Source: an optimization exercise on an open RTL-to-GDS flow (aim: small area). Production flows keep margins and buffers that such runs may drop.
At most, simulation tests tie the RTL to the original design; equivalence was not proved.
Function not checked in run 5: the RTL went through the layout flow alone.
Power figures rest on the tool's default switching activity, not on a simulated workload. The flow treats the clock pin as an ideal source, which a real chip does not have.

==> flow/design.v <==
module imem_stream_loader #(
  parameter int DEPTH = 128,
  parameter int AW    = 7
) (
  input  logic          clock,
  input  logic          reset,
  input  logic [15:0]   imemaddr,
  output logic [15:0]   imemrdata,
  input  logic [7:0]    ld_data,
  input  logic          ld_valid,
  output logic          ld_ready,
  input  logic          ld_start,
  output logic          cpu_reset,
  output logic          ld_busy,
  output logic          ld_done,
  output logic          ld_error,
  output logic [AW:0]   words_loaded
);
  logic        r_busy;        
  logic        r_hdr;         
  logic        r_lo;          
  logic        r_error;
  logic [7:0]  r_hi;          
  logic [15:0] r_rem;         
  logic [AW:0] r_ptr;         
  logic        w_xfer;
  logic [15:0] w_hdr_n;
  logic        w_hdr_lo;
  logic        w_dat_lo;
  logic        w_last;
  logic        w_zero;
  logic        w_we;
  logic        w_rd_en;
  logic        w_rd_off;
  logic [15:0] w_wdata;
  assign ld_ready     = r_busy;
  assign ld_busy      = r_busy;
  assign cpu_reset    = r_busy;
  assign ld_done      = ~r_busy;
  assign ld_error     = r_error;
  assign words_loaded = r_ptr;
  assign w_xfer   = ld_valid & r_busy;
  assign w_hdr_n  = {r_hi, ld_data};
  assign w_hdr_lo = w_xfer & r_hdr & r_lo;
  assign w_dat_lo = w_xfer & ~r_hdr & r_lo;
  assign w_zero   = (w_hdr_n == 16'd0);
  assign w_last   = (r_rem == 16'd1);
  always_ff @(posedge clock) begin
    if (!reset) begin
      r_busy  <= 1'b1;
      r_hdr   <= 1'b1;
      r_lo    <= 1'b0;
      r_error <= 1'b0;
      r_ptr   <= '0;
    end else if (!r_busy) begin
      if (ld_start) begin
        r_busy  <= 1'b1;
        r_hdr   <= 1'b1;
        r_lo    <= 1'b0;
        r_error <= 1'b0;
        r_ptr   <= '0;
      end
    end else if (ld_valid) begin
      r_lo <= ~r_lo;
      if (r_lo) begin
        if (r_hdr) begin
          r_hdr <= 1'b0;
          if (w_zero) r_busy <= 1'b0;
          if (r_hi != 8'd0 || (ld_data[7] && ld_data[6:0] != 7'd0)) r_error <= 1'b1;
        end else begin
          if (!r_ptr[AW]) r_ptr <= r_ptr + 1'b1;
          if (w_last) r_busy <= 1'b0;
        end
      end
    end
  end
  always_ff @(posedge clock) begin
    if (!r_lo) r_hi <= ld_data;
  end
  always_ff @(posedge clock) begin
    if (w_hdr_lo)      r_rem <= w_hdr_n;
    else if (w_dat_lo) r_rem <= r_rem - 16'd1;
  end
  assign w_we    = reset & w_dat_lo & ~r_ptr[AW];
  assign w_wdata = {r_hi, ld_data};
  logic [7:0]       w_wp_lo_n;
  logic [15:0]      w_wp_hi_n;
  logic [DEPTH-1:0] w_wen;
  logic [15:0]      r_mem [DEPTH];
  for (genvar j = 0; j < 8; j++) begin : g_wp_lo
    assign w_wp_lo_n[j] = ~(w_we & (r_ptr[2:0] == 3'(j)));
  end
  for (genvar g = 0; g < 16; g++) begin : g_wp_hi
    assign w_wp_hi_n[g] = ~(r_ptr[6:3] == 4'(g));
  end
  for (genvar e = 0; e < DEPTH; e++) begin : g_word
    imem_nor2 u_wen (.a(w_wp_lo_n[e % 8]), .b(w_wp_hi_n[e / 8]), .y(w_wen[e]));
    always_ff @(posedge clock) begin
      if (w_wen[e]) r_mem[e] <= w_wdata;
    end
  end
  localparam int NG = (DEPTH + 2) / 3;       
  localparam int NQ = 11;                    
  logic [AW-1:0]     w_a, w_a_n;
  logic [7:0]        w_ra_lo_n;
  logic [15:0]       w_ra_hi_n;
  logic [NG*3-1:0]   w_sel;
  logic [15:0]       w_grp_n [NG];
  logic [NQ*4-1:0]   w_grp_x [16];
  logic [NQ-1:0]     w_any   [16];
  assign w_rd_en  = ~r_busy & (imemaddr[15:AW+1] == '0);
  assign w_rd_off = ~w_rd_en;
  assign w_a     = imemaddr[AW:1];
  assign w_a_n   = ~imemaddr[AW:1];
  for (genvar j = 0; j < 8; j++) begin : g_ra_lo
    imem_nand3 u_dec (
      .a(j[0] ? w_a[0] : w_a_n[0]),
      .b(j[1] ? w_a[1] : w_a_n[1]),
      .c(j[2] ? w_a[2] : w_a_n[2]),
      .y(w_ra_lo_n[j]));
  end
  for (genvar g = 0; g < 16; g++) begin : g_ra_hi
    imem_nand4 u_dec (
      .a(g[0] ? w_a[3] : w_a_n[3]),
      .b(g[1] ? w_a[4] : w_a_n[4]),
      .c(g[2] ? w_a[5] : w_a_n[5]),
      .d(g[3] ? w_a[6] : w_a_n[6]),
      .y(w_ra_hi_n[g]));
  end
  for (genvar e = 0; e < NG*3; e++) begin : g_sel
    if (e < DEPTH) begin : g_w
      imem_nor2 u_sel (.a(w_ra_lo_n[e % 8]), .b(w_ra_hi_n[e / 8]), .y(w_sel[e]));
    end else begin : g_none
      assign w_sel[e] = 1'b0;
    end
  end
  for (genvar k = 0; k < NG; k++) begin : g_grp
    for (genvar b = 0; b < 16; b++) begin : g_bit
      if (3*k + 2 < DEPTH) begin : g_3
        imem_aoi222 u_aoi (
          .a1(w_sel[3*k]),   .a2(r_mem[3*k][b]),
          .b1(w_sel[3*k+1]), .b2(r_mem[3*k+1][b]),
          .c1(w_sel[3*k+2]), .c2(r_mem[3*k+2][b]),
          .y(w_grp_n[k][b]));
      end else begin : g_2
        imem_aoi22 u_aoi (
          .a1(w_sel[3*k]),   .a2(r_mem[3*k][b]),
          .b1(w_sel[3*k+1]), .b2(r_mem[3*k+1][b]),
          .y(w_grp_n[k][b]));
      end
    end
  end
  for (genvar b = 0; b < 16; b++) begin : g_out
    for (genvar k = 0; k < NQ*4; k++) begin : g_x
      assign w_grp_x[b][k] = (k < NG) ? w_grp_n[k][b] : 1'b1;
    end
    for (genvar q = 0; q < NQ; q++) begin : g_q
      imem_nand4 u_nand (
        .a(w_grp_x[b][4*q]),   .b(w_grp_x[b][4*q+1]),
        .c(w_grp_x[b][4*q+2]), .d(w_grp_x[b][4*q+3]),
        .y(w_any[b][q]));
    end
    logic [2:0] w_none;
    imem_nor4 u_nor0 (.a(w_any[b][0]), .b(w_any[b][1]), .c(w_any[b][2]),
                      .d(w_any[b][3]), .y(w_none[0]));
    imem_nor4 u_nor1 (.a(w_any[b][4]), .b(w_any[b][5]), .c(w_any[b][6]),
                      .d(w_any[b][7]), .y(w_none[1]));
    imem_nor3 u_nor2 (.a(w_any[b][8]), .b(w_any[b][9]), .c(w_any[b][10]),
                      .y(w_none[2]));
    imem_a31oi u_out (.a1(w_none[0]), .a2(w_none[1]), .a3(w_none[2]),
                      .b1(w_rd_off), .y(imemrdata[b]));
  end
endmodule
module imem_nor2 (
  input  logic a, b,
  output logic y
);
  assign y = ~(a | b);
endmodule
module imem_nand3 (
  input  logic a, b, c,
  output logic y
);
  assign y = ~(a & b & c);
endmodule
module imem_nand4 (
  input  logic a, b, c, d,
  output logic y
);
  assign y = ~(a & b & c & d);
endmodule
module imem_nor4 (
  input  logic a, b, c, d,
  output logic y
);
  assign y = ~(a | b | c | d);
endmodule
module imem_nor3 (
  input  logic a, b, c,
  output logic y
);
  assign y = ~(a | b | c);
endmodule
module imem_a31oi (
  input  logic a1, a2, a3, b1,
  output logic y
);
  assign y = ~((a1 & a2 & a3) | b1);
endmodule
module imem_aoi222 (
  input  logic a1, a2, b1, b2, c1, c2,
  output logic y
);
  assign y = ~((a1 & a2) | (b1 & b2) | (c1 & c2));
endmodule
module imem_aoi22 (
  input  logic a1, a2, b1, b2,
  output logic y
);
  assign y = ~((a1 & a2) | (b1 & b2));
endmodule
==> flow/flow/run.sh <==
#!/bin/bash
# Own layout flow: the standard ORFS flow (standard.sh, unchanged
# synthesis, floorplan, power grid and tap cells) with these changes:
#  - input ports get buf_2 and output ports buf_1 cells as their buffers
#    (flow/pre_place.tcl);
#  - before repair_design, each write-data net gets one buffer at the centre
#    of its loads (flow/pre_resize.tcl);
#  - CTS uses clkbuf_16 cells, sink clusters of up to 30 flip-flops within
#    80 um, and no dummy loads.
# All tool output goes to standard.log (and ORFS's own logs under orfs/logs).
set -euo pipefail
here=$(pwd)
bash standard.sh \
  DONT_BUFFER_PORTS=1 \
  "PRE_GLOBAL_PLACE_TCL=$here/flow/pre_place.tcl" \
  "PRE_RESIZE_TCL=$here/flow/pre_resize.tcl" \
  "CTS_ARGS=-sink_clustering_enable -repair_clock_nets -sink_clustering_size 30 -sink_clustering_max_diameter 80 -dont_use_dummy_load -buf_list sky130_fd_sc_hd__clkbuf_16 -root_buf sky130_fd_sc_hd__clkbuf_16 -tree_buf sky130_fd_sc_hd__clkbuf_16" \
  finish > standard.log 2>&1
==> flow/flow/ins.tcl <==
# Buffer every signal net with at least MINF loads once, at the centroid of its loads.
proc bus_bufs {cell minf} {
  set block [ord::get_db_block]
  set dbu [$block getDbUnitsPerMicron]
  set nets {}
  foreach net [$block getNets] {
    if {[$net getSigType] != "SIGNAL"} continue
    set n 0
    foreach it [$net getITerms] { if {[$it isInputSignal]} { incr n } }
    if {$n >= $minf} { lappend nets $net }
  }
  foreach net $nets {
    set sx 0; set sy 0; set n 0
    foreach it [$net getITerms] {
      if {[$it isInputSignal]} {
        set b [[$it getInst] getBBox]
        incr sx [expr {([$b xMin]+[$b xMax])/2}]; incr sy [expr {([$b yMin]+[$b yMax])/2}]; incr n
      }
    }
    puts "bus_bufs: [$net getName] $n loads"
    insert_buffer -buffer_cell $cell -net [$net getName] -location [list [expr {$sx/$n/double($dbu)}] [expr {$sy/$n/double($dbu)}]]
  }
}
==> flow/flow/pre_place.tcl <==
# Runs before global placement, in place of ORFS's own port buffering
# (DONT_BUFFER_PORTS=1): every input port gets a buf_2, every output a buf_1.
buffer_ports -inputs -buffer_cell sky130_fd_sc_hd__buf_2
buffer_ports -outputs -buffer_cell sky130_fd_sc_hd__buf_1
==> flow/flow/pre_resize.tcl <==
# Runs before repair_design: give each write-data net (128+ flip-flop loads)
# one buffer at the centre of its loads, so repair_design does not split it
# into many large buffers.
source [file join [file dirname [info script]] ins.tcl]
bus_bufs sky130_fd_sc_hd__buf_6 64
estimate_parasitics -placement
==> flow/standard.sh <==
#!/bin/bash
# synth_recipe.tcl (not shown) runs the flow's synth.tcl, then flattens the netlist and writes it again
# the make line also repeats each setting of config.mk as NAME=value (left out here)
make -C /OpenROAD-flow-scripts/flow DESIGN_CONFIG=/design/flow/config.mk WORK_HOME=/design/flow/orfs CLKGATE_MAP_FILE= SYNTH_SCRIPT=/design/flow/synth_recipe.tcl "${@:-finish}"
==> flow/config.mk <==
export PLATFORM = sky130hd
export DESIGN_NAME = imem_stream_loader
export DESIGN_NICKNAME = imem_stream_loader
export VERILOG_FILES = /design/flow/design.v
export SDC_FILE = /design/flow/constraint.sdc
export NUM_CORES = 4
export LEC_CHECK = 0
export CAP_MARGIN = 10
export CORE_MARGIN = 2
export CORE_UTILIZATION = 75
export GPL_TIMING_DRIVEN = 0
export SETUP_SLACK_MARGIN = 0.25
export SLEW_MARGIN = 10
export SYNTH_HIERARCHICAL = 1
export SYNTH_MINIMUM_KEEP_SIZE = 0
==> flow/constraint.sdc <==
create_clock -name core_clock -period 7.0 [get_ports {clock}]
set_input_delay 1.4000 -clock core_clock [delete_from_list [all_inputs] [get_ports {clock}]]
set_output_delay 1.4000 -clock core_clock [all_outputs]
set_load 0.01 [all_outputs]
==> impl_metrics.yaml, run 1 <==
drt:
  wl_per_cell_um: 39.0
  drt_iter0_markers: 10400
  drc_errors: 0
  vias: 41000
  wirelength_um: 194000
  dr.pass1.iters: 9
  vias_per_cell: 8.24
  postRouteAntennaNets: 0
cells_and_area:
  final_cell_area_um2: 78800
  mostFrequentLayoutCells: "2,072 x edfxtp_1, 672 x a222oi_1, 196 x nand4_1"
  nNetsFinal: 3738
  syn_to_final_growth_pct: 7.38
  final_common_cell: "edfxtp_1"
  drive_above_1_share_pct: 11.5
  nFillCells: 4525
clocking:
  htree_levels: 3
  cts_resized: 0
  clk_latency_ns: 0.69
  cts.sinks: 2084
  post_cts_buffers: 0
  ctsHoldBuffers: 0
  clk_pin_slew_ns: 0.11
  tritoncts: "yes"
  clock_tree.root_cell: "clkbuf_16"
  clk_path_buf_depth: 3
  numCtsBuffers: 79
global_route:
  grt_pass1_vias: 38500
  grt_pass1_wl_um: 271000
  grt_max_degree: 133
  track_usage_pct: 38.9
  grt_overflow: 0
  antenna_found_initial: 6
die:
  core-area_um2: 96900
  die_w_um: 317
  dieArea_um2: 100000
  rows: 114
  io_pins: 57
  fp.dieH_um: 317
  initial_core_util_pct: 75.7
worst_setup_path:
  rr_startpoint: "r_busy"
  crit_fanout: 16
  crit_start: "imemaddr[7]"
  rr_worst_depth: 5
  cp.required_ns: 5.60
  critPathArrivalTime_ns: 5.41
  startpoint_type: "input pin"
  path_class: "in -> out"
  critPathCaptureType: "output pin"
place:
  port-buffer-count: 55
  gp_congestion: 0.880
  placement.cell_area_um2: 76600
  place_hpwl_um: 118000
  pre_cts_ws_ns: 0.456
pwr:
  p_switching_uw: 3900
  power_uw: 19800
  p_sw_share_pct: 19.7
  leakagePower_uw: 0.0230
  comb_power_share_pct: 3.2
  intPower_uw: 15900
  seqPwrFrac_pct: 69.7
  power_density_nw_per_um2: 252
  vdd_drop_max_uv: 215
  power.share.clock_pct: 27.1
sta:
  layout_setup_ws_ns: 0.188
  hold_viol: 0
  period_share_pct: 97.3
  fin_skew_ns: 0.0414
  fmax_mhz: 147
  period_minus_slack_ns: 6.81
  setup_viol: 0
  finalSetupTns_ns: 0
  timing.hold.ws_ns: 0.547
  rsz0062_at_grt: "no"
  maxSlewViolCount: 0
  tightest_slew_ns: 1.31
  max_slew_margin_pct: 12.2
yosys:
  yosysWarnings: 13
  synth_edf_count: 2072
  synth_cell_types: 43
  synth_ff_type: "edfxtp_1"
  syn_area_per_cell_um2: 21.1
  async_flop_share_pct: 0
  syn_area_um2: 73300
  ys_ff_latch: 2084
  synthCells: 3484
  yosysSeqAreaShare_pct: 85.2
hold_path:
  hold_start: "r_hdr"
  hold_path_class: "reg -> reg"
  holdPathStages: 2
flow_run:
  max-cap-violations: 0
run_status:
  status: "no timing/DRC/antenna violations"
## modules after synthesis, one instance, submodules excluded
module | times used | cell area, um^2 | cells inside | flops+latches
imem_aoi22 | 16 | 12.5 | 1 | 0
imem_a31oi | 16 | 6.26 | 1 | 0
imem_nand3 | 8 | 5.00 | 1 | 0
imem_nor2 | 256 | 3.75 | 1 | 0
imem_nand4 | 192 | 6.26 | 1 | 0
imem_nor3 | 16 | 10.0 | 1 | 0
imem_aoi222 | 672 | 10.0 | 1 | 0
imem_stream_loader | 1 | 63600 | 2276 | 2084
imem_nor4 | 32 | 12.5 | 1 | 0
## cells in the mapped netlist (2+ instances only)
| cell type | instances | area, um^2 |
|---|---|---|
| ha_1 | 8 | 100 |
| edfxtp_1 | 2072 | 62200 |
| o21ai_0 | 16 | 80.1 |
| dfxtp_1 | 12 | 240 |
| xnor2_1 | 5 | 43.8 |
| nand3b_1 | 2 | 15.0 |
| and2_1 | 3 | 18.8 |
| nor4_1 | 7 | 43.8 |
| nor3_2 | 16 | 160 |
| nand3_1 | 18 | 90.1 |
| or3_1 | 4 | 25.0 |
| inv_1 | 15 | 56.3 |
| nand2b_1 | 2 | 12.5 |
| o31ai_1 | 2 | 15.0 |
| a21oi_1 | 7 | 35.0 |
| buf_4 | 2 | 15.0 |
| or4_1 | 2 | 15.0 |
| nor2_1 | 277 | 1040 |
| nor3_1 | 4 | 20.0 |
| xor2_1 | 8 | 70.1 |
| a31oi_1 | 20 | 125 |
| a222oi_1 | 672 | 6730 |
| nor2b_1 | 5 | 31.3 |
| nand4b_1 | 2 | 17.5 |
| a22oi_2 | 16 | 200 |
| nor4_2 | 33 | 413 |
| nand2_1 | 40 | 150 |
| clkbuf_1 | 4 | 15.0 |
| nand4_1 | 196 | 1230 |
## final timing paths
| kind | to | slack [ns] |
|---|---|---|
| hold reg to reg | r_hdr | 0.55 |
| hold / removal | r_hdr | 0.55 |
| setup / recovery | imemrdata[12] | 0.19 |
| setup reg to reg | r_mem[86][2] | 3.08 |
## flip-flops by register name (all words and copies together) (netlist names)
signal,flops
r_mem,2048
r_busy,1
r_ptr,8
r_rem,16
r_hi,8
r_lo,1
r_hdr,1
r_error,1
## critical path, cell delays in order
cell      delay [ns]
buf_2           0.17
inv_1           0.15
nand4_1         0.58
nor2_1          0.47
a222oi_1        0.84
nand4_1         0.40
nor4_2          0.76
a31oi_1         0.39
buf_1           0.22
## cell type report
| type | instances | area [um^2] | area share (%) |
|---|---|---|---|
| Sequential cell | 2084 | 62500 | 79.3 |
| Multi-Input combinational cell | 1393 | 11300 | 14.4 |
| Clock buffer | 79 | 1980 | 2.51 |
| Tap cell | 1276 | 1600 | 2.03 |
| Timing Repair Buffer | 122 | 1290 | 1.64 |
| Inverter | 15 | 56.3 | 0.0715 |
| Buffer | 7 | 41.3 | 0.0524 |
| Antenna cell | 2 | 5.00 | 0.00635 |
## per-stage QoR
stage	std cells	util, %
2_1_floorplan	3499	-
3_3_place_gp	4830	77.7
3_5_place_dp	4893	79.1
4_1_cts	4972	81.2
5_1_grt	4977	81.3
6_report	4978	81.3
## power by group through the flow
stage | Clock [uW] | Combinational [uW] | Sequential, uW
after detailed placement | 0 | 607 | 14100
after global placement | 0 | 359 | 14300
after CTS | 5370 | 608 | 13800
final | 5380 | 636 | 13800
after floorplan | 0 | 130 | 14200
after global routing | 5760 | 644 | 13800
## metal layers
| metal | vias up | routed length [um] | GRT usage, % |
|---|---|---|---|
| li1 | 16400 | - | - |
| met1 | 20500 | 63200 | 55.2 |
| met2 | 3715 | 89400 | 58.8 |
| met3 | 462 | 32300 | 11.2 |
| met4 | 8 | 9330 | 15.7 |
| met5 | - | 46 | 0 |
## kinds of logic after synthesis
kind of cell	synth area share, %
xor+xnor	0.155
flops	85.2
mux	0.0136
buf+inv	0.133
fa+ha+maj	0.136
simple gates	4.55
compound gates	9.85
other cells	0.00511
==> inputs of run 2 (changes only) <==
--- a/flow/design.v
+++ b/flow/design.v
@@ -83,18 +83,18 @@
   end
   assign w_we    = reset & w_dat_lo & ~r_ptr[AW];
   assign w_wdata = {r_hi, ld_data};
-  logic [7:0]       w_wp_lo_n;
-  logic [15:0]      w_wp_hi_n;
+  logic [7:0]       w_wp_lo;
+  logic [15:0]      w_wp_hi;
   logic [DEPTH-1:0] w_wen;
   logic [15:0]      r_mem [DEPTH];
   for (genvar j = 0; j < 8; j++) begin : g_wp_lo
-    assign w_wp_lo_n[j] = ~(w_we & (r_ptr[2:0] == 3'(j)));
+    assign w_wp_lo[j] = w_we & (r_ptr[2:0] == 3'(j));
   end
   for (genvar g = 0; g < 16; g++) begin : g_wp_hi
-    assign w_wp_hi_n[g] = ~(r_ptr[6:3] == 4'(g));
+    assign w_wp_hi[g] = (r_ptr[6:3] == 4'(g));
   end
   for (genvar e = 0; e < DEPTH; e++) begin : g_word
-    imem_nor2 u_wen (.a(w_wp_lo_n[e % 8]), .b(w_wp_hi_n[e / 8]), .y(w_wen[e]));
+    imem_and2 u_wen (.a(w_wp_lo[e % 8]), .b(w_wp_hi[e / 8]), .y(w_wen[e]));
     always_ff @(posedge clock) begin
       if (w_wen[e]) r_mem[e] <= w_wdata;
     end
@@ -106,7 +106,6 @@
   logic [15:0]       w_ra_hi_n;
   logic [NG*3-1:0]   w_sel;
   logic [15:0]       w_grp_n [NG];
-  logic [NQ*4-1:0]   w_grp_x [16];
   logic [NQ-1:0]     w_any   [16];
   assign w_rd_en  = ~r_busy & (imemaddr[15:AW+1] == '0);
   assign w_rd_off = ~w_rd_en;
@@ -151,14 +150,17 @@
     end
   end
   for (genvar b = 0; b < 16; b++) begin : g_out
-    for (genvar k = 0; k < NQ*4; k++) begin : g_x
-      assign w_grp_x[b][k] = (k < NG) ? w_grp_n[k][b] : 1'b1;
-    end
     for (genvar q = 0; q < NQ; q++) begin : g_q
-      imem_nand4 u_nand (
-        .a(w_grp_x[b][4*q]),   .b(w_grp_x[b][4*q+1]),
-        .c(w_grp_x[b][4*q+2]), .d(w_grp_x[b][4*q+3]),
-        .y(w_any[b][q]));
+      if (4*q + 3 < NG) begin : g_4
+        imem_nand4 u_nand (
+          .a(w_grp_n[4*q][b]),   .b(w_grp_n[4*q+1][b]),
+          .c(w_grp_n[4*q+2][b]), .d(w_grp_n[4*q+3][b]),
+          .y(w_any[b][q]));
+      end else begin : g_3
+        imem_nand3 u_nand (
+          .a(w_grp_n[4*q][b]), .b(w_grp_n[4*q+1][b]), .c(w_grp_n[4*q+2][b]),
+          .y(w_any[b][q]));
+      end
     end
     logic [2:0] w_none;
     imem_nor4 u_nor0 (.a(w_any[b][0]), .b(w_any[b][1]), .c(w_any[b][2]),
@@ -171,6 +173,12 @@
                       .b1(w_rd_off), .y(imemrdata[b]));
   end
 endmodule
+module imem_and2 (
+  input  logic a, b,
+  output logic y
+);
+  assign y = a & b;
+endmodule
 module imem_nor2 (
   input  logic a, b,
   output logic y
==> run 2 against run 1 <==
Against the previous run: routed wire length fell by 2.7%; hold slack got worse by 0.0097 ns; clock skew fell by 0.019 ns; final cell count fell by 0.76%; sequential power barely moved; non-clock buffer count fell by 30; synthesized cell count barely moved; global-route usage fell by 1.6 points; sequential share of layout area rose by 0.62 points; die area rose by 0.50%; highest routed layer unchanged.
==> impl_metrics.yaml, run 2 <==
clocking:
  cts_resized: 0
  clk_path_buf_depth: 3
  ctsHoldBuffers: 0
  tritoncts: "yes"
  cts.sinks: 2084
  clk_pin_slew_ns: 0.09
  numCtsBuffers: 79
  post_cts_buffers: 0
  clock_tree.root_cell: "clkbuf_16"
  clk_latency_ns: 0.71
  htree_levels: 3
sta:
  timing.hold.ws_ns: 0.537
  fmax_mhz: 149
  maxSlewViolCount: 0
  period_share_pct: 95.7
  fin_skew_ns: 0.0222
  setup_viol: 0
  period_minus_slack_ns: 6.70
  rsz0062_at_grt: "no"
  layout_setup_ws_ns: 0.298
  max_slew_margin_pct: 14.6
  hold_viol: 0
  tightest_slew_ns: 1.28
drt:
  postRouteAntennaNets: 0
  wirelength_um: 189000
  dr.pass1.iters: 11
  wl_per_cell_um: 38.3
  drc_errors: 0
  vias_per_cell: 8.21
  drt_iter0_markers: 10300
  vias: 40600
place:
  gp_congestion: 0.923
  port-buffer-count: 55
  place_hpwl_um: 112000
  dpl.cell_count: 4843
  pre_cts_ws_ns: 0.499
cells_and_area:
  nNetsFinal: 3688
  mostFrequentLayoutCells: "2,072 x edfxtp_1, 672 x a222oi_1, 180 x nand4_1"
  reg.largest.list: "r_mem (2048), r_rem (16)"
  largest_reg_flops: 2048
  drive_above_1_share_pct: 6.79
  final_common_cell: "edfxtp_1"
  largest-register: "r_mem"
  nFillCells: 4652
  syn_to_final_growth_pct: 6.01
  instances_no_fill: 4940
yosys:
  syn_area_per_cell_um2: 21.2
  yosysSeqAreaShare_pct: 84.7
  synthCells: 3482
  synth_common_cells: "2,072 x edfxtp_1, 672 x a222oi_1, 180 x nand4_1, 160 x nor2_1, 130 x and2_1"
  synth_cell_types: 48
  async_flop_share_pct: 0
  synth_edf_count: 2072
  synth_top_cell_by_area: "edfxtp_1"
  yosysMostFrequentCell: "edfxtp_1"
  ys_ff_latch: 2084
  synth_ff_type: "edfxtp_1"
  syn_area_um2: 73700
  yosysWarnings: 11
  synth_top_area_share_pct: 84.4
  synth_area_leaders: "edfxtp_1 84%, a222oi_1 9.1%, nand4_1 1.5%"
worst_setup_path:
  rr_worst_depth: 4
  startpoint_type: "input pin"
  rr_endpoint: "r_mem[103][1]"
  crit_fanout: 16
  r2r_slack_ns: 3.68
  cp.required_ns: 5.60
  path_class: "in -> out"
  critPathCaptureType: "output pin"
  rr_startpoint: "r_ptr[6]"
  critPathArrivalTime_ns: 5.30
die:
  initial_core_util_pct: 76.0
  rows: 114
  core-area_um2: 97000
  dieArea_um2: 101000
  die_w_um: 318
  fp.dieH_um: 318
  io_pins: 57
global_route:
  track_usage_pct: 37.3
  antenna_found_initial: 14
  grt_max_degree: 133
  grt_pass1_vias: 38300
  grt_pass1_wl_um: 265000
  grt_overflow: 0
flow_run:
  max-cap-violations: 0
pwr:
  power_density_nw_per_um2: 254
  vdd_drop_max_uv: 224
  leakagePower_uw: 0.0231
hold_path:
  hold_start: "r_hdr"
  holdPathStages: 2
  hold_path_class: "reg -> reg"
  holdPathEnd: "r_hdr"
run_status:
  status: "no timing/DRC/antenna violations"
## run 2: cell types whose count changed after synthesis, sizes merged, moves of 3 or more
| cell | before | now |
|---|---|---|
| nand2 | 41 | 13 |
| a21oi | 7 | 21 |
| and3 | 1 | 8 |
| nand2b | 2 | 5 |
| o21ai | 16 | 4 |
| buf | 3 | 6 |
| nand3 | 18 | 29 |
| nor2b | 5 | 2 |
| and2 | 3 | 130 |
| nor3 | 20 | 28 |
| nor2 | 277 | 160 |
| nand4 | 196 | 180 |
## run 2: logic make-up (layout without fill, tap and decap cells)
family / after synthesis / after routing / synth area share, %
xor gates and xnor gates: 14 / 14 / 0.166
DFF: 2084 / 2084 / 84.7
other: 0 / 14 / 0
muxes: 1 / 1 / 0.0136
adders and majority gates: 8 / 8 / 0.136
and+or+nand+nor: 610 / 610 / 4.95
buffers and inverters: 25 / 193 / 0.163
AOI/OAI and AO/OA: 740 / 740 / 9.83
## run 2: area by class of cell
cell class | instances | area (um^2) | area share [%]
flip-flops and latches | 2084 | 62500 | 79.9
multi-input cells | 1373 | 11200 | 14.4
clock buffers | 79 | 1980 | 2.53
well taps | 1276 | 1600 | 2.04
repair buffers | 89 | 742 | 0.949
plain buffers | 10 | 63.8 | 0.0817
inverters | 15 | 56.3 | 0.0721
diodes | 14 | 35.0 | 0.0448
## run 2: worst max path at each step
stage	startpoint	end	slack [ns]	depth (start not counted)
4_1_cts	imemaddr[7]	imemrdata[1]	0.48	9
2_1_floorplan	imemaddr[1]	imemrdata[0]	2.14	7
3_3_place_gp	imemaddr[1]	imemrdata[11]	-0.78	9
3_5_place_dp	imemaddr[7]	imemrdata[1]	0.50	9
6_report	imemaddr[4]	imemrdata[11]	0.30	9
5_1_grt	imemaddr[4]	imemrdata[2]	0.23	9
## run 2: through the flow
step	TNS (ns)	total power, uW	instance area (um^2)	util, %
global placement	-9.97	14700	75500	77.9
detailed placement	0	14700	76100	78.4
global route	0	20200	78100	80.5
CTS	0	19800	78000	80.5
floorplan	0	14300	73700	-
finish	0	19800	78100	80.6
## run 2: per-layer routing
metal | track usage [%] | vias to the layer above | wire (um)
li1 | - | 16300 | -
met1 | 51.0 | 20300 | 60100
met2 | 59.7 | 3528 | 91000
met3 | 8.60 | 468 | 28100
met4 | 15.2 | 10 | 9760
met5 | 0 | - | 57
## run 2: critical path: stages
cell and delay [ns]:
buf_2 0.18, inv_1 0.16, nand4_1 0.47, nor2_1 0.40
a222oi_1 0.76, nand4_1 0.49, nor4_2 0.89, a31oi_1 0.33
buf_1 0.20
## run 2: modules after synthesis (local to each module, per instance)
module | cell area, um^2 | cells | flops+latches
imem_stream_loader | 63600 | 2274 | 2084
imem_aoi22 | 12.5 | 1 | 0
imem_nor4 | 12.5 | 1 | 0
imem_aoi222 | 10.0 | 1 | 0
imem_nor3 | 10.0 | 1 | 0
imem_a31oi | 6.26 | 1 | 0
imem_and2 | 6.26 | 1 | 0
imem_nand4 | 6.26 | 1 | 0
imem_nand3 | 5.00 | 1 | 0
imem_nor2 | 3.75 | 1 | 0
## run 2: power breakdown
part	total [uW]	leakage, uW	switching (uW)	internal [uW]
sequential	13800	0.0187	21.4	13800
clock	5390	0.000974	3340	2040
combinational	626	0.00337	537	89.6
==> inputs of run 3 (changes only) <==
--- a/flow/design.v
+++ b/flow/design.v
@@ -162,15 +162,7 @@
           .y(w_any[b][q]));
       end
     end
-    logic [2:0] w_none;
-    imem_nor4 u_nor0 (.a(w_any[b][0]), .b(w_any[b][1]), .c(w_any[b][2]),
-                      .d(w_any[b][3]), .y(w_none[0]));
-    imem_nor4 u_nor1 (.a(w_any[b][4]), .b(w_any[b][5]), .c(w_any[b][6]),
-                      .d(w_any[b][7]), .y(w_none[1]));
-    imem_nor3 u_nor2 (.a(w_any[b][8]), .b(w_any[b][9]), .c(w_any[b][10]),
-                      .y(w_none[2]));
-    imem_a31oi u_out (.a1(w_none[0]), .a2(w_none[1]), .a3(w_none[2]),
-                      .b1(w_rd_off), .y(imemrdata[b]));
+    imem_out11 u_out (.any(w_any[b]), .off(w_rd_off), .y(imemrdata[b]));
   end
 endmodule
 module imem_and2 (
@@ -197,23 +189,14 @@
 );
   assign y = ~(a & b & c & d);
 endmodule
-module imem_nor4 (
-  input  logic a, b, c, d,
-  output logic y
-);
-  assign y = ~(a | b | c | d);
-endmodule
-module imem_nor3 (
-  input  logic a, b, c,
-  output logic y
-);
-  assign y = ~(a | b | c);
-endmodule
-module imem_a31oi (
-  input  logic a1, a2, a3, b1,
-  output logic y
-);
-  assign y = ~((a1 & a2 & a3) | b1);
+module imem_out11 (
+  input  logic [10:0] any,
+  input  logic        off,
+  output logic        y
+);
+  assign y = ~((~(any[0] | any[1] | any[2] | any[3]) &
+                ~(any[4] | any[5] | any[6] | any[7]) &
+                ~(any[8] | any[9] | any[10])) | off);
 endmodule
 module imem_aoi222 (
   input  logic a1, a2, b1, b2, c1, c2,
--- a/flow/config.mk
+++ b/flow/config.mk
@@ -5,11 +5,11 @@
 export SDC_FILE = /design/flow/constraint.sdc
 export NUM_CORES = 4
 export LEC_CHECK = 0
-export CAP_MARGIN = 10
+export CAP_MARGIN = 20
 export CORE_MARGIN = 2
 export CORE_UTILIZATION = 75
 export GPL_TIMING_DRIVEN = 0
 export SETUP_SLACK_MARGIN = 0.25
-export SLEW_MARGIN = 10
+export SLEW_MARGIN = 20
 export SYNTH_HIERARCHICAL = 1
 export SYNTH_MINIMUM_KEEP_SIZE = 0
==> run 3 against run 2 <==
Against the previous run: clock power is essentially flat; routed wire length grew 2.0%; core utilization grew 0.50 points; cell area grew 0.48%; setup slack lost 0.22 ns; sequential share of layout area shrank 0.38 points; sequential power is essentially flat; critical path depth is the same; non-clock buffer count grew 11; still clean; final cell count grew 0.18%; clock-buffer cell count is the same.
==> impl_metrics.yaml, run 3 <==
run_status:
  status: "no timing/DRC/antenna violations"
cells_and_area:
  reg.largest.list: "r_mem (2048), r_rem (16)"
  multi_input_area_um2: 11300
  seq_area_um2: 62500
  largest_reg_flops: 2048
  nNetsFinal: 3699
  final_cell_area_um2: 78500
  nFillCells: 4575
  final_common_cell: "edfxtp_1"
  mostFrequentLayoutCells: "2,072 x edfxtp_1, 672 x a222oi_1, 180 x nand4_1"
  syn_to_final_growth_pct: 6.92
  drive_above_1_share_pct: 8.60
  largest-register: "r_mem"
worst_setup_path:
  rr_endpoint: "r_mem[110][3]"
  critPathArrivalTime_ns: 5.53
  rr_startpoint: "r_ptr[6]"
  crit_fanout: 16
  crit_start: "imemaddr[4]"
  startpoint_type: "input pin"
  crit_buf_inv: 3
  r2r_slack_ns: 3.73
  cpMostUsedCell: "nand4_1"
  cp.required_ns: 5.60
  critPathCaptureType: "output pin"
  slowest_delay_ns: 0.88
  rr_worst_depth: 4
  cp_slowest_cell: "a222oi_1"
  cp_top_family: "simple AND/OR/NAND/NOR gates"
  path_cells: "buf_2 > inv_1 > nand4_1 > nor2_2 > a222oi_1 > nand4_1 > nor4_1 > a31oi_1 > buf_1"
  path_class: "in -> out"
clocking:
  clk_latency_ns: 0.72
  clock_tree.root_cell: "clkbuf_16"
  tritoncts: "yes"
  clk_pin_slew_ns: 0.10
  cts.sinks: 2084
  htree_levels: 3
  numCtsBuffers: 79
  clk_path_buf_depth: 3
place:
  placement.cell_area_um2: 76100
  pre_cts_ws_ns: 0.283
  port-buffer-count: 55
  gp_congestion: 0.920
  place_hpwl_um: 117000
yosys:
  synthCells: 3482
  async_flop_share_pct: 0
  yosysMostFrequentCell: "edfxtp_1"
  synth_area_leaders: "edfxtp_1 85%, a222oi_1 9.2%, nand4_1 1.5%"
  synth_common_cells: "2,072 x edfxtp_1, 672 x a222oi_1, 180 x nand4_1, 160 x nor2_1, 130 x and2_1"
  yosysSeqAreaShare_pct: 85.1
  synth_ff_type: "edfxtp_1"
  synth_top_cell_by_area: "edfxtp_1"
  yosysWarnings: 11
  ys_ff_latch: 2084
  synth_top_area_share_pct: 84.7
  synth_cell_types: 47
  syn_area_per_cell_um2: 21.1
  synth_edf_count: 2072
  syn_area_um2: 73400
sta:
  fmax_mhz: 144
  max_slew_margin_pct: 17.7
  rsz0062_at_grt: "no"
  timing.hold.ws_ns: 0.552
  layout_setup_ws_ns: 0.0747
  fin_skew_ns: 0.0295
  maxSlewViolCount: 0
  period_share_pct: 98.9
  setup_viol: 0
  hold_viol: 0
  tightest_slew_ns: 1.23
  period_minus_slack_ns: 6.93
hold_path:
  holdPathEnd: "r_hdr"
  hold_path_class: "reg -> reg"
  holdPathStages: 2
  hold_start: "r_hdr"
die:
  fp.dieH_um: 317
  rows: 114
  initial_core_util_pct: 75.8
  core-area_um2: 96900
  io_pins: 57
  dieArea_um2: 100000
  die_w_um: 317
drt:
  dr.pass1.iters: 8
  postRouteAntennaNets: 0
  vias_per_cell: 8.24
  wirelength_um: 193000
  drc_errors: 0
  wl_per_cell_um: 38.9
  vias: 40800
  drt_iter0_markers: 9994
pwr:
  power_density_nw_per_um2: 253
  leakagePower_uw: 0.0232
  vdd_drop_max_uv: 221
  power_uw: 19800
global_route:
  grt_overflow: 0
  grt_max_degree: 133
  antenna_found_initial: 15
  grt_pass1_vias: 38000
  grt_pass1_wl_um: 269000
  track_usage_pct: 38.6
flow_run:
  max-cap-violations: 0
run 3: changes by cell type in the layout (fill, tap and decap cells not counted), sizes merged:
cell	change
clkbuf	+10
diode	-2
buf	+1
run 3: cells by family (layout without fill, tap and decap cells):
group	Yosys count	in the layout	synth area share, %
AND/OR/NAND/NOR	610	610	4.59
buffers and inverters	25	204	0.164
multiplexers	1	1	0.0136
AO/OA/AOI/OAI	740	740	9.87
flip-flops	2084	2084	85.1
XOR/XNOR	14	14	0.167
other	0	12	0
adder cells (fa/ha/maj)	8	8	0.136
run 3: cell type report:
type                       count  area share, %
sequential                  2084           79.5
multi-input combinational   1373           14.4
timing repair buffer         100           1.31
clock buffer                  79           2.52
antenna                       12         0.0382
buffer                        10         0.0813
tap                         1276           2.03
inverter                      15         0.0717
run 3: worst reg2reg max path, delay by kind of cell (launching register included):
| kind | cells | cell delay (ns) |
|---|---|---|
| flip-flops | 1 | 0.39 |
| AND/OR/NAND/NOR | 3 | 1.92 |
| buffers and inverters | 1 | 0.58 |
run 3: timing repair:
action | CTS | global route
endpoints found under the setup margin | 1 | 7
pin swaps | 0 | 1
setup buffers | 0 | 1
hold buffers | 0 | 0
resized for setup | 1 | 20
run 3: worst max path at each step:
stage,to,slack [ns],depth (start not counted)
global placement,imemrdata[14],-0.98,9
global route,imemrdata[2],0.22,9
CTS,imemrdata[5],0.27,9
floorplan,imemrdata[0],2.15,7
detailed placement,imemrdata[15],0.28,9
finish,imemrdata[5],0.07,9
run 3: per-layer routing:
layer  part of all wire (%)  up-vias  GRT usage, %
met5                  0.063        -             0
met4                    4.5       16          15.6
met3                     17      444          12.2
met2                     45     3662          56.7
met1                     33    20400          55.3
li1                       -    16300             -
run 3: modules after synthesis, one instance, submodules excluded:
module | area, um^2 | flops+latches
imem_stream_loader | 63600 | 2084
imem_out11 | 23.8 | 0
imem_aoi22 | 12.5 | 0
imem_aoi222 | 10.0 | 0
imem_and2 | 6.26 | 0
imem_nand4 | 6.26 | 0
imem_nand3 | 5.00 | 0
imem_nor2 | 3.75 | 0
run 3: stage by stage:
step | instances | util [%] | TNS, ns
floorplan | 3482 | - | 0
global placement | 4813 | 77.7 | -11.23
detailed placement | 4847 | 78.5 | 0
CTS | 4926 | 80.6 | 0
global route | 4938 | 81.0 | 0
finish | 4949 | 81.1 | 0
run 3: report_power, final:
| part | switching (uW) | internal, uW |
|---|---|---|
| sequential | 23.8 | 13800 |
| combinational | 543 | 94.6 |
| clock | 3330 | 2040 |
| total | 3890 | 15900 |
==> inputs of run 4 (changes only) <==
--- a/flow/design.v
+++ b/flow/design.v
@@ -83,18 +83,18 @@
   end
   assign w_we    = reset & w_dat_lo & ~r_ptr[AW];
   assign w_wdata = {r_hi, ld_data};
-  logic [7:0]       w_wp_lo;
-  logic [15:0]      w_wp_hi;
+  logic [7:0]       w_wp_lo_n;
+  logic [15:0]      w_wp_hi_n;
   logic [DEPTH-1:0] w_wen;
   logic [15:0]      r_mem [DEPTH];
   for (genvar j = 0; j < 8; j++) begin : g_wp_lo
-    assign w_wp_lo[j] = w_we & (r_ptr[2:0] == 3'(j));
+    assign w_wp_lo_n[j] = ~(w_we & (r_ptr[2:0] == 3'(j)));
   end
   for (genvar g = 0; g < 16; g++) begin : g_wp_hi
-    assign w_wp_hi[g] = (r_ptr[6:3] == 4'(g));
+    assign w_wp_hi_n[g] = ~(r_ptr[6:3] == 4'(g));
   end
   for (genvar e = 0; e < DEPTH; e++) begin : g_word
-    imem_and2 u_wen (.a(w_wp_lo[e % 8]), .b(w_wp_hi[e / 8]), .y(w_wen[e]));
+    imem_nor2 u_wen (.a(w_wp_lo_n[e % 8]), .b(w_wp_hi_n[e / 8]), .y(w_wen[e]));
     always_ff @(posedge clock) begin
       if (w_wen[e]) r_mem[e] <= w_wdata;
     end
@@ -106,6 +106,7 @@
   logic [15:0]       w_ra_hi_n;
   logic [NG*3-1:0]   w_sel;
   logic [15:0]       w_grp_n [NG];
+  logic [NQ*4-1:0]   w_grp_x [16];
   logic [NQ-1:0]     w_any   [16];
   assign w_rd_en  = ~r_busy & (imemaddr[15:AW+1] == '0);
   assign w_rd_off = ~w_rd_en;
@@ -150,26 +151,25 @@
     end
   end
   for (genvar b = 0; b < 16; b++) begin : g_out
+    for (genvar k = 0; k < NQ*4; k++) begin : g_x
+      assign w_grp_x[b][k] = (k < NG) ? w_grp_n[k][b] : 1'b1;
+    end
     for (genvar q = 0; q < NQ; q++) begin : g_q
-      if (4*q + 3 < NG) begin : g_4
-        imem_nand4 u_nand (
-          .a(w_grp_n[4*q][b]),   .b(w_grp_n[4*q+1][b]),
-          .c(w_grp_n[4*q+2][b]), .d(w_grp_n[4*q+3][b]),
-          .y(w_any[b][q]));
-      end else begin : g_3
-        imem_nand3 u_nand (
-          .a(w_grp_n[4*q][b]), .b(w_grp_n[4*q+1][b]), .c(w_grp_n[4*q+2][b]),
-          .y(w_any[b][q]));
-      end
-    end
-    imem_out11 u_out (.any(w_any[b]), .off(w_rd_off), .y(imemrdata[b]));
-  end
-endmodule
-module imem_and2 (
-  input  logic a, b,
-  output logic y
-);
-  assign y = a & b;
+      imem_nand4 u_nand (
+        .a(w_grp_x[b][4*q]),   .b(w_grp_x[b][4*q+1]),
+        .c(w_grp_x[b][4*q+2]), .d(w_grp_x[b][4*q+3]),
+        .y(w_any[b][q]));
+    end
+    logic [2:0] w_none;
+    imem_nor4 u_nor0 (.a(w_any[b][0]), .b(w_any[b][1]), .c(w_any[b][2]),
+                      .d(w_any[b][3]), .y(w_none[0]));
+    imem_nor4 u_nor1 (.a(w_any[b][4]), .b(w_any[b][5]), .c(w_any[b][6]),
+                      .d(w_any[b][7]), .y(w_none[1]));
+    imem_nor3 u_nor2 (.a(w_any[b][8]), .b(w_any[b][9]), .c(w_any[b][10]),
+                      .y(w_none[2]));
+    imem_a31oi u_out (.a1(w_none[0]), .a2(w_none[1]), .a3(w_none[2]),
+                      .b1(w_rd_off), .y(imemrdata[b]));
+  end
 endmodule
 module imem_nor2 (
   input  logic a, b,
@@ -189,14 +189,23 @@
 );
   assign y = ~(a & b & c & d);
 endmodule
-module imem_out11 (
-  input  logic [10:0] any,
-  input  logic        off,
-  output logic        y
-);
-  assign y = ~((~(any[0] | any[1] | any[2] | any[3]) &
-                ~(any[4] | any[5] | any[6] | any[7]) &
-                ~(any[8] | any[9] | any[10])) | off);
+module imem_nor4 (
+  input  logic a, b, c, d,
+  output logic y
+);
+  assign y = ~(a | b | c | d);
+endmodule
+module imem_nor3 (
+  input  logic a, b, c,
+  output logic y
+);
+  assign y = ~(a | b | c);
+endmodule
+module imem_a31oi (
+  input  logic a1, a2, a3, b1,
+  output logic y
+);
+  assign y = ~((a1 & a2 & a3) | b1);
 endmodule
 module imem_aoi222 (
   input  logic a1, a2, b1, b2, c1, c2,
==> flow/run.sh (new file) <==
#!/bin/bash
# synth_recipe.tcl (not shown) runs the flow's synth.tcl, then flattens the netlist and writes it again
# the make line also repeats each setting of config.mk as NAME=value (left out here)
make -C /OpenROAD-flow-scripts/flow DESIGN_CONFIG=/design/flow/config.mk WORK_HOME=/design/flow/orfs CLKGATE_MAP_FILE= SYNTH_SCRIPT=/design/flow/synth_recipe.tcl finish
--- a/flow/config.mk
+++ b/flow/config.mk
@@ -5,11 +5,14 @@
 export SDC_FILE = /design/flow/constraint.sdc
 export NUM_CORES = 4
 export LEC_CHECK = 0
-export CAP_MARGIN = 20
+export CAP_MARGIN = 25
 export CORE_MARGIN = 2
 export CORE_UTILIZATION = 75
+export CTS_BUF_LIST = sky130_fd_sc_hd__clkbuf_16
+export CTS_CLUSTER_DIAMETER = 80
+export CTS_CLUSTER_SIZE = 30
 export GPL_TIMING_DRIVEN = 0
 export SETUP_SLACK_MARGIN = 0.25
-export SLEW_MARGIN = 20
+export SLEW_MARGIN = 25
 export SYNTH_HIERARCHICAL = 1
 export SYNTH_MINIMUM_KEEP_SIZE = 0
removed: flow/flow/run.sh
removed: flow/flow/ins.tcl
removed: flow/flow/pre_place.tcl
removed: flow/flow/pre_resize.tcl
removed: flow/standard.sh
==> run 4 against run 3 <==
Against the previous run: still clean; via count increased by 1.9%; first-iteration DRC count increased by 4.8%; hold slack improved by 0.0086 ns; total power increased by 1.3%; setup slack improved by 0.0064 ns; critical path depth increased by 1; core utilization increased by 2.4 points; final cell count increased by 2.0%; largest cell class unchanged.
==> impl_metrics.yaml, run 4 <==
yosys:
  synth_cell_types: 43
  yosysSeqAreaShare_pct: 85.2
  synth_area_leaders: "edfxtp_1 85%, a222oi_1 9.2%, nand4_1 1.7%"
  synth_top_area_share_pct: 84.8
  ys_ff_latch: 2084
  synth_ff_type: "edfxtp_1"
  syn_area_um2: 73300
  syn_area_per_cell_um2: 21.1
  yosysMostFrequentCell: "edfxtp_1"
  synth_edf_count: 2072
  async_flop_share_pct: 0
  yosysWarnings: 13
  synth_top_cell_by_area: "edfxtp_1"
  synthCells: 3484
  synth_common_cells: "2,072 x edfxtp_1, 672 x a222oi_1, 277 x nor2_1, 196 x nand4_1, 40 x nand2_1"
clocking:
  clock_tree.root_cell: "clkbuf_16"
  tritoncts: "yes"
  numCtsBuffers: 79
  clk_latency_ns: 0.70
  clk_path_buf_depth: 3
  ctsHoldBuffers: 0
  htree_levels: 3
  cts.sinks: 2084
  clk_pin_slew_ns: 0.10
pwr:
  leakagePower_uw: 0.0238
  p_sw_share_pct: 19.9
  comb_power_share_pct: 4.0
  seqPwrFrac_pct: 68.8
  intPower_uw: 16100
  power.share.clock_pct: 27.3
  vdd_drop_max_uv: 280
  p_switching_uw: 3990
  power_density_nw_per_um2: 249
cells_and_area:
  final_common_cell: "edfxtp_1"
  largest-register: "r_mem"
  nNetsFinal: 3791
  instances_no_fill: 5049
  largest_reg_flops: 2048
  drive_above_1_share_pct: 15.0
  mostFrequentLayoutCells: "2,072 x edfxtp_1, 672 x a222oi_1, 213 x nor2_2"
  reg.largest.list: "r_mem (2048), r_rem (16)"
  syn_to_final_growth_pct: 10.2
global_route:
  grt_util_met3_pct: 10.8
  grt_pass1_wl_um: 271000
  grt_overflow: 0
  track_usage_pct: 38.8
  antenna_found_initial: 5
  grt_pass1_vias: 39200
  use_met2_pct: 58.2
  met1_usage_pct: 55.6
  grt_max_degree: 87
  grt.busiest_layer: "met2"
hold_path:
  hold_path_class: "reg -> reg"
  hold_start: "r_error"
drt:
  wirelength_um: 194000
  vias_per_cell: 8.23
  drc_errors: 0
  vias: 41600
  dr.pass1.iters: 11
  wl_per_cell_um: 38.4
  drt_iter0_markers: 10500
  postRouteAntennaNets: 0
sta:
  maxSlewViolCount: 0
  hold_viol: 0
  period_share_pct: 98.8
  fin_skew_ns: 0.0232
  setup_viol: 0
  tightest_slew_ns: 1.04
  period_minus_slack_ns: 6.92
  timing.hold.ws_ns: 0.561
  max_slew_margin_pct: 30.6
  rsz0062_at_grt: "yes"
  fmax_mhz: 145
die:
  rows: 114
  fp.dieH_um: 317
  core-area_um2: 96900
  io_pins: 57
  dieArea_um2: 100000
  initial_core_util_pct: 75.7
  die_w_um: 317
flow_run:
  max-cap-violations: 0
worst_setup_path:
  critPathCaptureType: "output pin"
  startpoint_type: "input pin"
  crit_start: "imemaddr[3]"
  critPathArrivalTime_ns: 5.52
  crit_fanout: 16
  cp.required_ns: 5.60
  path_class: "in -> out"
  rr_startpoint: "r_ptr[2]"
place:
  gp_congestion: 0.939
  dpl.cell_count: 4911
  port-buffer-count: 55
  place_hpwl_um: 123000
run_status:
  status: "no timing/DRC/antenna violations"
run 4: layout make-up:
| class | instances | area, um^2 |
|---|---|---|
| clock inverters | 15 | 68.8 |
| well taps | 1276 | 1600 |
| fillers | 4162 | 16000 |
| multi-input cells | 1393 | 12100 |
| repair buffers | 175 | 2440 |
| inverters | 15 | 60.1 |
| flip-flops and latches | 2084 | 62500 |
| plain buffers | 7 | 41.3 |
| clock buffers | 81 | 2030 |
| diodes | 3 | 7.51 |
run 4: per-layer routing:
layer	part of all wire (%)	routed length, um
met5	0.018	34
met4	4.7	9140
met3	17	32700
met2	46	89400
met1	32	62800
run 4: timing repair:
item / CTS / global route
pin swaps: 21 / 31
setup buffers: 38 / 1
endpoints found under the hold margin: 0 / 0
setup endpoints to repair: 16 / 16
resized for setup: 123 / 29
run 4: stage by stage:
stage	instance area, um^2	util (%)	setup slack [ns]	TNS, ns	power [uW]
2_1_floorplan	73400	-	2.13	0	14300
3_3_place_gp	75500	78.0	-1.85	-26.84	14700
3_5_place_dp	77600	80.1	-0.602	-7.89	14800
4_1_cts	80700	83.3	0.252	0	20000
5_1_grt	80800	83.5	0.210	0	20500
6_report	80900	83.5	0.0811	0	20100
run 4: cells by family after synthesis:
kind of cell	count (synthesis)	synth area share (%)
AND/OR/NAND/NOR	617	4.55
AO/OA/AOI/OAI	738	9.85
other	1	0.00511
buffers and inverters	22	0.133
XOR/XNOR	13	0.155
adder cells (fa/ha/maj)	8	0.136
multiplexers	1	0.0136
flip-flops	2084	85.2
run 4: power by group through the flow:
| stage | logic [uW] | clock network, uW | registers, uW |
|---|---|---|---|
| 2_1_floorplan | 130 | 0 | 14200 |
| 3_3_place_gp | 375 | 0 | 14300 |
| 3_5_place_dp | 710 | 0 | 14100 |
| 4_1_cts | 750 | 5470 | 13800 |
| 5_1_grt | 803 | 5870 | 13800 |
| 6_report | 794 | 5490 | 13800 |
run 4: path summary, 6_finish.rpt:
check	depth (start not counted)	slack (ns)	endpoint
worst min register to register	2	0.56	r_error
worst max-delay path	10	0.08	imemrdata[7]
worst max register to register	5	3.25	r_mem[81][8]
worst min-delay path	2	0.56	r_error
run 4: modules after synthesis, one instance, submodules excluded:
module              cell area, um^2  times used
imem_stream_loader            63600           1
imem_aoi22                     12.5          16
imem_nor4                      12.5          32
imem_aoi222                    10.0         672
imem_nor3                      10.0          16
imem_a31oi                     6.26          16
imem_nand4                     6.26         192
imem_nand3                     5.00           8
imem_nor2                      3.75         256
run 4: worst max-delay path, cell delays in order:
cell	delay, ns
clkdlybuf4s18_2	0.37
clkinvlp_4	0.22
buf_4	0.19
nand3_4	0.33
nor2_2	0.26
a222oi_1	0.59
nand4_1	0.58
nor4_4	0.71
a31oi_4	0.27
clkdlybuf4s50_1	0.56
==> inputs of run 5 (changes only) <==
==> flow/design.v (replaced) <==
module imem_stream_loader #(
  parameter int DEPTH = 128,
  parameter int AW    = 7
) (
  input  logic          clock,
  input  logic          reset,
  input  logic [15:0]   imemaddr,
  output logic [15:0]   imemrdata,
  input  logic [7:0]    ld_data,
  input  logic          ld_valid,
  output logic          ld_ready,
  input  logic          ld_start,
  output logic          cpu_reset,
  output logic          ld_busy,
  output logic          ld_done,
  output logic          ld_error,
  output logic [AW:0]   words_loaded
);
  logic        r_busy;        
  logic        r_hdr;         
  logic        r_lo;          
  logic        r_error;
  logic [7:0]  r_hi;          
  logic [15:0] r_rem;         
  logic [AW:0] r_ptr;         
  logic        w_xfer;
  logic [15:0] w_hdr_n;
  logic        w_hdr_lo;
  logic        w_dat_lo;
  logic        w_last;
  logic        w_zero;
  logic        w_we;
  logic        w_rd_en;
  logic [15:0] w_wdata;
  assign ld_ready     = r_busy;
  assign ld_busy      = r_busy;
  assign cpu_reset    = r_busy;
  assign ld_done      = ~r_busy;
  assign ld_error     = r_error;
  assign words_loaded = r_ptr;
  assign w_xfer   = ld_valid & r_busy;
  assign w_hdr_n  = {r_hi, ld_data};
  assign w_hdr_lo = w_xfer & r_hdr & r_lo;
  assign w_dat_lo = w_xfer & ~r_hdr & r_lo;
  assign w_zero   = (w_hdr_n == 16'd0);
  assign w_last   = (r_rem == 16'd1);
  always_ff @(posedge clock) begin
    if (!reset) begin
      r_busy  <= 1'b1;
      r_hdr   <= 1'b1;
      r_lo    <= 1'b0;
      r_error <= 1'b0;
      r_ptr   <= '0;
    end else if (!r_busy) begin
      if (ld_start) begin
        r_busy  <= 1'b1;
        r_hdr   <= 1'b1;
        r_lo    <= 1'b0;
        r_error <= 1'b0;
        r_ptr   <= '0;
      end
    end else if (ld_valid) begin
      r_lo <= ~r_lo;
      if (r_lo) begin
        if (r_hdr) begin
          r_hdr <= 1'b0;
          if (w_zero) r_busy <= 1'b0;
          if (r_hi != 8'd0 || (ld_data[7] && ld_data[6:0] != 7'd0)) r_error <= 1'b1;
        end else begin
          if (!r_ptr[AW]) r_ptr <= r_ptr + 1'b1;
          if (w_last) r_busy <= 1'b0;
        end
      end
    end
  end
  always_ff @(posedge clock) begin
    if (!r_lo) r_hi <= ld_data;
  end
  always_ff @(posedge clock) begin
    if (w_hdr_lo)      r_rem <= w_hdr_n;
    else if (w_dat_lo) r_rem <= r_rem - 16'd1;
  end
  assign w_we    = reset & w_dat_lo & ~r_ptr[AW];
  assign w_wdata = {r_hi, ld_data};
  logic [15:0] r_mem [DEPTH];
  for (genvar e = 0; e < DEPTH; e++) begin : g_word
    always_ff @(posedge clock) begin
      if (w_we && r_ptr[AW-1:0] == AW'(e)) r_mem[e] <= w_wdata;
    end
  end
  localparam int NG = (DEPTH + 2) / 3;
  logic [DEPTH-1:0]  w_sel;
  logic [NG*3-1:0]   w_sel_x;
  logic [15:0]       w_grp_n [NG];
  assign w_rd_en = ~r_busy & (imemaddr[15:AW+1] == '0);
  for (genvar e = 0; e < DEPTH; e++) begin : g_sel
    assign w_sel[e] = w_rd_en & (imemaddr[AW:1] == AW'(e));
  end
  assign w_sel_x = (NG*3)'(w_sel);
  for (genvar k = 0; k < NG; k++) begin : g_grp
    for (genvar b = 0; b < 16; b++) begin : g_bit
      if (3*k + 2 < DEPTH) begin : g_3
        imem_aoi222 u_aoi (
          .a1(w_sel_x[3*k]),   .a2(r_mem[3*k][b]),
          .b1(w_sel_x[3*k+1]), .b2(r_mem[3*k+1][b]),
          .c1(w_sel_x[3*k+2]), .c2(r_mem[3*k+2][b]),
          .y(w_grp_n[k][b]));
      end else begin : g_2
        imem_aoi22 u_aoi (
          .a1(w_sel_x[3*k]),   .a2(r_mem[3*k][b]),
          .b1(w_sel_x[3*k+1]), .b2(r_mem[3*k+1][b]),
          .y(w_grp_n[k][b]));
      end
    end
  end
  always_comb begin
    for (int b = 0; b < 16; b++) begin
      logic all_n;
      all_n = 1'b1;
      for (int k = 0; k < NG; k++) all_n = all_n & w_grp_n[k][b];
      imemrdata[b] = ~all_n;
    end
  end
endmodule
module imem_aoi222 (
  input  logic a1, a2, b1, b2, c1, c2,
  output logic y
);
  assign y = ~((a1 & a2) | (b1 & b2) | (c1 & c2));
endmodule
module imem_aoi22 (
  input  logic a1, a2, b1, b2,
  output logic y
);
  assign y = ~((a1 & a2) | (b1 & b2));
endmodule
==> flow/config.mk (replaced) <==
export PLATFORM = sky130hd
export DESIGN_NAME = imem_stream_loader
export DESIGN_NICKNAME = imem_stream_loader
export VERILOG_FILES = /design/flow/design.v
export SDC_FILE = /design/flow/constraint.sdc
export NUM_CORES = 4
export LEC_CHECK = 0
export CAP_MARGIN = 20
export CORE_MARGIN = 2
export CORE_UTILIZATION = 40
export SLEW_MARGIN = 20
export SYNTH_HIERARCHICAL = 1
export SYNTH_MINIMUM_KEEP_SIZE = 0
==> run 5 against run 4 <==
Against the previous run: via count shrank 1.0%; hold slack lost 0.025 ns; synthesized area shrank 0.14%; setup slack gained 0.015 ns; first-iteration DRC count shrank 33%; cell area grew 8.6%; critical path depth grew 6; routed wire length grew 4.6%; clock skew is essentially flat; core utilization shrank 35 points; critical path type unchanged.
==> impl_metrics.yaml, run 5 <==
drt:
  wirelength_um: 203000
  vias: 41100
  dr.pass1.iters: 10
  postRouteAntennaNets: 0
  drc_errors: 0
  wl_per_cell_um: 30.2
  vias_per_cell: 6.13
  drt_iter0_markers: 7025
worst_setup_path:
  critPathArrivalTime_ns: 5.50
  cp.required_ns: 5.60
  crit_fanout: 13
  r2r_slack_ns: 3.39
  path_class: "in -> out"
  startpoint_type: "input pin"
  critPathCaptureType: "output pin"
sta:
  layout_setup_ws_ns: 0.0959
  tightest_slew_ns: 1.28
  rsz0062_at_grt: "no"
  fin_skew_ns: 0.0230
  hold_viol: 0
  period_minus_slack_ns: 6.90
  fmax_mhz: 145
  maxSlewViolCount: 0
  period_share_pct: 98.6
  max_slew_margin_pct: 14.7
  setup_viol: 0
cells_and_area:
  instances_no_fill: 6712
  reg.largest.list: "r_mem (2048), r_rem (16)"
  nFillCells: 14700
  largest-register: "r_mem"
  nNetsFinal: 4194
  final_cell_area_um2: 87800
  syn_to_final_growth_pct: 19.9
  largest_reg_flops: 2048
  drive_above_1_share_pct: 17.9
  final_common_cell: "edfxtp_1"
  seq_area_um2: 62500
  mostFrequentLayoutCells: "2,072 x edfxtp_1, 672 x a222oi_1, 334 x buf_4"
  multi_input_area_um2: 10700
pwr:
  vdd_drop_max_uv: 222
  power_density_nw_per_um2: 286
  leakagePower_uw: 0.0273
  power_uw: 25100
yosys:
  synth_edf_count: 2072
  synth_top_area_share_pct: 84.9
  async_flop_share_pct: 0
  synth_common_cells: "2,072 x edfxtp_1, 672 x a222oi_1, 275 x nor2_1, 162 x nand4_1, 48 x nand2_1"
  ys_ff_latch: 2084
  syn_area_um2: 73200
  synth_cell_types: 52
  yosysSeqAreaShare_pct: 85.3
  syn_area_per_cell_um2: 20.8
  yosysMostFrequentCell: "edfxtp_1"
  yosysWarnings: 10
  synth_ff_type: "edfxtp_1"
  synthCells: 3518
  synth_top_cell_by_area: "edfxtp_1"
  synth_area_leaders: "edfxtp_1 85%, a222oi_1 9.2%, nor2_1 1.4%"
die:
  io_pins: 57
  dieArea_um2: 187000
  initial_core_util_pct: 40.1
  core-area_um2: 182000
  die_w_um: 432
  fp.dieH_um: 432
  rows: 157
clocking:
  clock_tree.root_cell: "clkbuf_16"
  clk_latency_ns: 0.84
  numCtsBuffers: 200
  clk_path_buf_depth: 3
  cts.sinks: 2084
  post_cts_buffers: 0
  tritoncts: "yes"
  clk_pin_slew_ns: 0.06
  htree_levels: 4
  ctsHoldBuffers: 0
global_route:
  antenna_found_initial: 10
  grt_pass1_wl_um: 285000
  grt_overflow: 0
  track_usage_pct: 21.3
  grt_pass1_vias: 39700
  grt_max_degree: 94
place:
  dpl.cell_count: 6342
  place_hpwl_um: 126000
  gp_congestion: 0.836
  placement.cell_area_um2: 81000
  pre_cts_ws_ns: -0.356
  port-buffer-count: 55
hold_path:
  hold_path_class: "reg -> reg"
run_status:
  status: "no timing/DRC/antenna violations"
flow_run:
  max-cap-violations: 0
## run 5: cell count changes after synthesis, sizes merged, moves of 7 or more
cell    delta
a31oi     -17
clkbuf    +29
inv        -8
nand2      +7
nand3     +22
nand4     -34
xnor2      +8
xor2       -7
## run 5: modules after synthesis, one instance, submodules excluded
| module | cells inside | times used | flip-flops and latches |
|---|---|---|---|
| imem_stream_loader | 2830 | 1 | 2084 |
| imem_aoi222 | 1 | 672 | 0 |
| imem_aoi22 | 1 | 16 | 0 |
## run 5: critical path, stage by stage
cell,delay (ns)
clkdlybuf4s50_1,0.45
or2_2,0.20
nor4_2,0.07
buf_4,0.17
nand3_1,0.13
buf_4,0.26
nor2_1,0.08
buf_4,0.20
buf_4,0.17
a222oi_1,0.51
nand4_1,0.40
nor4_2,0.29
buf_2,0.27
nand3_2,0.22
buf_4,0.21
clkdlybuf4s50_1,0.47
## run 5: stage by stage
stage	util [%]	hold WS, ns	setup TNS, ns
2_1_floorplan	-	0.482	0
3_3_place_gp	44.4	0.518	-2.29
3_5_place_dp	44.4	0.515	-1.32
4_1_cts	48.1	0.530	0
5_1_grt	48.1	0.543	0
6_report	48.1	0.536	0
## run 5: path summary, 6_finish.rpt
check / start / endpoint / cells past startpoint
setup reg to reg: r_busy / r_mem[19][5] / 5
setup / recovery: imemaddr[11] / imemrdata[3] / 16
hold reg to reg: r_ptr[7] / r_ptr[7] / 1
hold / removal: r_ptr[7] / r_ptr[7] / 1
## run 5: final cells by class
class | count | share of cell area (%)
Tap cell | 2385 | 3.40
Multi-Input combinational cell | 1386 | 12.2
Clock inverter | 128 | 1.73
Sequential cell | 2084 | 71.1
Inverter | 7 | 0.0299
Antenna cell | 2 | 0.00570
Clock buffer | 239 | 5.87
Timing Repair Buffer | 481 | 5.64
## run 5: timing repair
item	4_1_cts	5_1_grt
gates resized for setup	11	3
pin swaps	4	2
endpoints found under the setup margin	13	7
gates cloned	0	0
## run 5: kinds of logic after synthesis
kind of cell,after synthesis,synth area share [%]
buffers and inverters,48,0.270
AND/OR/NAND/NOR,643,4.43
XOR/XNOR,14,0.167
flip-flops,2084,85.3
multiplexers,2,0.0273
adder cells (fa/ha/maj),6,0.102
AO/OA/AOI/OAI,721,9.72
## run 5: power breakdown
group          internal, uW  switching (uW)
clock network          6240            4610
registers             13800            9.25
logic                  49.1             358
## run 5: per-layer routing
layer	global-route usage, %	up-vias	part of all wire [%]
met2	33.4	2250	47
li1	-	17400	-
met1	30.0	21100	40
met3	4.05	314	9.5
met5	0	-	0.028
met4	7.52	8	3.5

## what the ideal ports hide
Ports are ideal in the flow. The routed layouts listed here were re-timed in OpenROAD.
Step 1 assumes that a clkbuf_16 drives the clock port and a buf_2 every other input.
Step 2 times the ports against the registers' clock, not the clock port: input delays grow and output delays shrink by t, the midpoint of the rising clock arrivals with the driver on.
a / b / c = ideal / step 1 / step 2; a / b = the first two.
| run | t, ns | setup slack, ns | hold slack, ns |
|---|---|---|---|
| run 1 | 0.757 | 0.188 / -0.032 / -0.032 | 0.547 / 0.547 / 0.547 |
| run 2 | 0.782 | 0.298 / 0.142 / 0.142 | 0.537 / 0.537 / 0.537 |
| run 3 | 0.776 | 0.075 / -0.074 / -0.074 | 0.552 / 0.552 / 0.552 |
| run 4 | 0.772 | 0.081 / 0.046 / 0.046 | 0.561 / 0.561 / 0.561 |
| run 5 | 0.927 | 0.096 / 0.053 / 0.053 | 0.536 / 0.536 / 0.536 |
With both steps, setup timing fails in run 1 and run 3, where it was met with ideal ports. For run 1, which loses most, drivers alone change the setup slack by -0.220 ns; drivers and shift together by -0.220 ns.
